This design comes from an exercise in tuning for small area on the open sky130 flow, not from production work. Only simulation tests tie the RTL to the original design; equivalence was not proved.

juniper:
// feature_ext_top
module feature_ext_top
#(
    parameter int REPORT_INTERVAL = 10,
    parameter int BASELINE_LEN    = 20       
) (
    input  logic                   clk,
    input  logic                   rst_n,
    input  logic signed [FP_W-1:0] vx,
    input  logic signed [FP_W-1:0] vy,
    input  logic signed [FP_W-1:0] nis_cv,
    input  logic                   imm_valid,
    input  logic signed [FP_W-1:0] rcs_amplitude,
    input  logic signed [FP_W-1:0] snr_db,
    input  logic signed [FP_W-1:0] doppler_spread_hz,
    input  logic signed [FP_W-1:0] micro_doppler_peak_hz,
    input  logic signed [FP_W-1:0] micro_doppler_period,
    input  logic                   rf_valid,
    output logic                   report_valid,
    output logic signed [FP_W-1:0] rpt_spd_avg,
    output logic signed [FP_W-1:0] rpt_spd_peak,
    output logic signed [FP_W-1:0] rpt_nis_avg,
    output logic signed [FP_W-1:0] rpt_nis_peak,
    output logic [MD_W-1:0]        rpt_md_type,
    output logic signed [FP_W-1:0] rpt_md_conf,
    output logic signed [FP_W-1:0] rpt_ecm_score,
    output logic                   rpt_ecm_detected,
    output logic                   ecm_noise_flag,
    output logic                   ecm_deception_flag
);
    logic signed [FP_W-1:0] spd_cur, nis_last;       
    logic signed [FP_W-1:0] spd_avg, spd_peak;       
    logic signed [FP_W-1:0] nis_avg, nis_peak;
    logic                   seen1, seen2;            
    logic signed [FP_W-1:0] spd_now, spd_ema, nis_ema;
    logic                   spd_gt, nis_gt;
    fe_speed    u_speed (.vx(vx), .vy(vy), .spd(spd_now));
    fe_ema_fast u_ema_s (.a(spd_avg), .x(spd_cur), .r(spd_ema));
    fe_ema_fast u_ema_n (.a(nis_avg), .x(nis_last), .r(nis_ema));
  ...
clock: 25.0 ns
lec_check: 0
abc_area: 0
cap_margin: 20
core_margin: 2
core_utilization: 50
cts_buf_list: sky130_fd_sc_hd__clkbuf_16
cts_cluster_diameter: 100
cts_cluster_size: 20
gpl_timing_driven: 1
slew_margin: 20
synth_hierarchical: 1
standard.sh (not shown) runs the stock make flow with config.mk's settings and CLKGATE_MAP_FILE= SYNTH_SCRIPT=/design/flow/synth_recipe.tcl, a recipe that flattens the netlist after the stock synthesis.
==> flow/flow/run.sh <==
#!/bin/bash
# Layout flow: the standard flow (standard.sh, unchanged synthesis and steps),
# with the input/output port buffers made from the plain sky130 buffer
# (buf_1) instead of the delay buffer the resizer picks by default.
set -o pipefail
cp standard.sh standard.sh.txt
export BUFFER_PORTS_ARGS="-buffer_cell sky130_fd_sc_hd__buf_1"
bash standard.sh > standard.log 2>&1
status=$?
tail -40 standard.log
exit $status
juniper reached the final stage; the timing, design-rule and antenna checks on its layout passed.
Here is what was changed in the inputs of indigo compared with juniper.
# juniper
export LEC_CHECK = 0
export ABC_AREA = 0
export CAP_MARGIN = 20
export CORE_MARGIN = 2
export CORE_UTILIZATION = 50
export CTS_BUF_LIST = sky130_fd_sc_hd__clkbuf_16
export CTS_CLUSTER_DIAMETER = 100
export CTS_CLUSTER_SIZE = 20
export GPL_TIMING_DRIVEN = 1
export SLEW_MARGIN = 20
export SYNTH_HIERARCHICAL = 1
create_clock -name core_clock -period 25.0 [get_ports {clk}]
# indigo
export LEC_CHECK = 0
export ABC_AREA = 0
export CAP_MARGIN = 20
export CORE_MARGIN = 2
export CORE_UTILIZATION = 60
export CTS_BUF_LIST = sky130_fd_sc_hd__clkbuf_16
export CTS_CLUSTER_DIAMETER = 100
export CTS_CLUSTER_SIZE = 25
export GPL_TIMING_DRIVEN = 1
export SLEW_MARGIN = 20
export SYNTH_HIERARCHICAL = 1
create_clock -name core_clock -period 25.0 [get_ports {clk}]
Results
- Compared with juniper, in indigo wire length on met1 went down 7.1%, number of standard cells after synthesis flat, non-clock buffer count decreased 8.2%, final routed wirelength across all metal layers went down about 3.5%.
- Summary of indigo over juniper: via count of the first global-routing pass fell 260; finished layout cell area lost about 1.1%.
Input-level comparison between pepper and indigo:
# indigo
export LEC_CHECK = 0
export ABC_AREA = 0
export CAP_MARGIN = 20
export CORE_MARGIN = 2
export CORE_UTILIZATION = 60
export CTS_BUF_LIST = sky130_fd_sc_hd__clkbuf_16
export CTS_CLUSTER_DIAMETER = 100
export CTS_CLUSTER_SIZE = 25
export GPL_TIMING_DRIVEN = 1
export SLEW_MARGIN = 20
export SYNTH_HIERARCHICAL = 1
create_clock -name core_clock -period 25.0 [get_ports {clk}]
# pepper
export LEC_CHECK = 0
export ABC_AREA = 0
export CAP_MARGIN = 20
export CORE_MARGIN = 2
export CORE_UTILIZATION = 60
export CTS_BUF_LIST = sky130_fd_sc_hd__clkbuf_16
export CTS_CLUSTER_DIAMETER = 100
export CTS_CLUSTER_SIZE = 20
export GPL_TIMING_DRIVEN = 1
export PLACE_DENSITY = 0.72
export SLEW_MARGIN = 20
export SYNTH_HIERARCHICAL = 1
create_clock -name core_clock -period 25.0 [get_ports {clk}]
### Flow results
The worst setup path startpoint comes out rcs_amplitude[1] in one run and rcs_amplitude[15] in the other, namely in indigo and pepper respectively.
Re sequential cell count: no difference whatsoever between indigo and pepper.
Changes observed in pepper relative to indigo: met3 wire length moved up, later-pin clock latency in the skew report now smaller, utilization after layout saw little to no change.
Slew at the pin closest to its max-slew limit ended up 0.066 ns lower on pepper than on indigo.
## Diff of input files: xenon against pepper
# pepper
export LEC_CHECK = 0
export ABC_AREA = 0
export CAP_MARGIN = 20
export CORE_MARGIN = 2
export CORE_UTILIZATION = 60
export CTS_BUF_LIST = sky130_fd_sc_hd__clkbuf_16
export CTS_CLUSTER_DIAMETER = 100
export CTS_CLUSTER_SIZE = 20
export GPL_TIMING_DRIVEN = 1
export PLACE_DENSITY = 0.72
export SLEW_MARGIN = 20
export SYNTH_HIERARCHICAL = 1
create_clock -name core_clock -period 25.0 [get_ports {clk}]
# xenon
export LEC_CHECK = 0
export ABC_AREA = 0
export CAP_MARGIN = 20
export CORE_MARGIN = 2
export CORE_UTILIZATION = 72
export CTS_BUF_LIST = sky130_fd_sc_hd__clkbuf_16
export CTS_CLUSTER_DIAMETER = 100
export CTS_CLUSTER_SIZE = 20
export GPL_TIMING_DRIVEN = 0
export SLEW_MARGIN = 20
export SYNTH_HIERARCHICAL = 1
create_clock -name core_clock -period 25.0 [get_ports {clk}]
Findings:
Re number of iterations in the first detailed-routing pass: no difference whatsoever between pepper and xenon. Against pepper, routed wire length on met2 in xenon rose slightly. pepper finished every stage and its layout cleared the timing, design-rule and antenna checks. xenon did not stop at any stage, and its layout met the timing, design-rule and antenna checks. | wire length | xenon vs pepper | worse |. Against pepper, xenon comes in 0.29 higher on routed via count divided by cell count. Re clock skew: pepper and xenon aren't equal, and the lower value belongs to pepper. In xenon the fmax turned out about 0.9% lower than in pepper.
#### Input delta (ember over xenon)
# xenon
export LEC_CHECK = 0
export ABC_AREA = 0
export CAP_MARGIN = 20
export CORE_MARGIN = 2
export CORE_UTILIZATION = 72
export CTS_BUF_LIST = sky130_fd_sc_hd__clkbuf_16
export CTS_CLUSTER_DIAMETER = 100
export CTS_CLUSTER_SIZE = 20
export GPL_TIMING_DRIVEN = 0
export SLEW_MARGIN = 20
export SYNTH_HIERARCHICAL = 1
create_clock -name core_clock -period 25.0 [get_ports {clk}]
# ember
export LEC_CHECK = 0
export ABC_AREA = 0
export CAP_MARGIN = 20
export CORE_MARGIN = 2
export CORE_UTILIZATION = 60
export CTS_BUF_LIST = sky130_fd_sc_hd__clkbuf_16
export CTS_CLUSTER_DIAMETER = 100
export CTS_CLUSTER_SIZE = 20
export GPL_ROUTABILITY_DRIVEN = 0
export GPL_TIMING_DRIVEN = 1
export SLEW_MARGIN = 20
export SYNTH_HIERARCHICAL = 1
create_clock -name core_clock -period 25.0 [get_ports {clk}]
[summary]
Every stage of the flow completed for ember, and the final layout passed the timing, design-rule and antenna checks.
Relative to xenon, ember improves setup slack.
ember ended up with snr_db[0] as its start point of the critical path; xenon ended up with rcs_amplitude[3].
On post-placement worst setup slack, ember does better than xenon.
ember vs xenon, starting density of the core went down by 12 points.
Changes observed in ember relative to xenon: count of clock-buffer cells in the layout went up; wire length went up.
The hold slack number comes out lower for xenon vs ember.

[static timing again, ports no longer ideal]
In the flow no input, the clock included, has a driving cell. The finished layouts below were timed again as built, in two steps.
Step 1, drivers: a clkbuf_16 drives clk and a buf_2 each remaining input, both assumed.
Step 2 times the ports against the registers' clock, not the clock port: input delays grow and output delays shrink by t, the midpoint of the rising clock arrivals with the driver on.
Three values: ideal, step 1, step 2; two values: the first two.
run	t, ns	slack for setup (ns)	worst hold slack (ns)	worst data-port slew with drivers (ns)
juniper	0.710	0.528 / 0.529 / -0.181	0.453 / 0.453 / 0.453	0.15
indigo	0.710	0.558 / 0.606 / -0.104	0.453 / 0.453 / 0.453	0.16
pepper	0.683	0.534 / 0.577 / -0.106	0.450 / 0.450 / 0.450	0.18
xenon	0.686	0.309 / 0.350 / -0.336	0.438 / 0.438 / 0.438	0.16
ember	0.719	0.663 / 0.708 / -0.011	0.453 / 0.453 / 0.453	0.14
With both steps, setup timing fails in every run listed, where it was met with ideal ports. For juniper, which loses most, drivers alone change the setup slack by +0.001 ns; drivers and shift together by -0.709 ns.
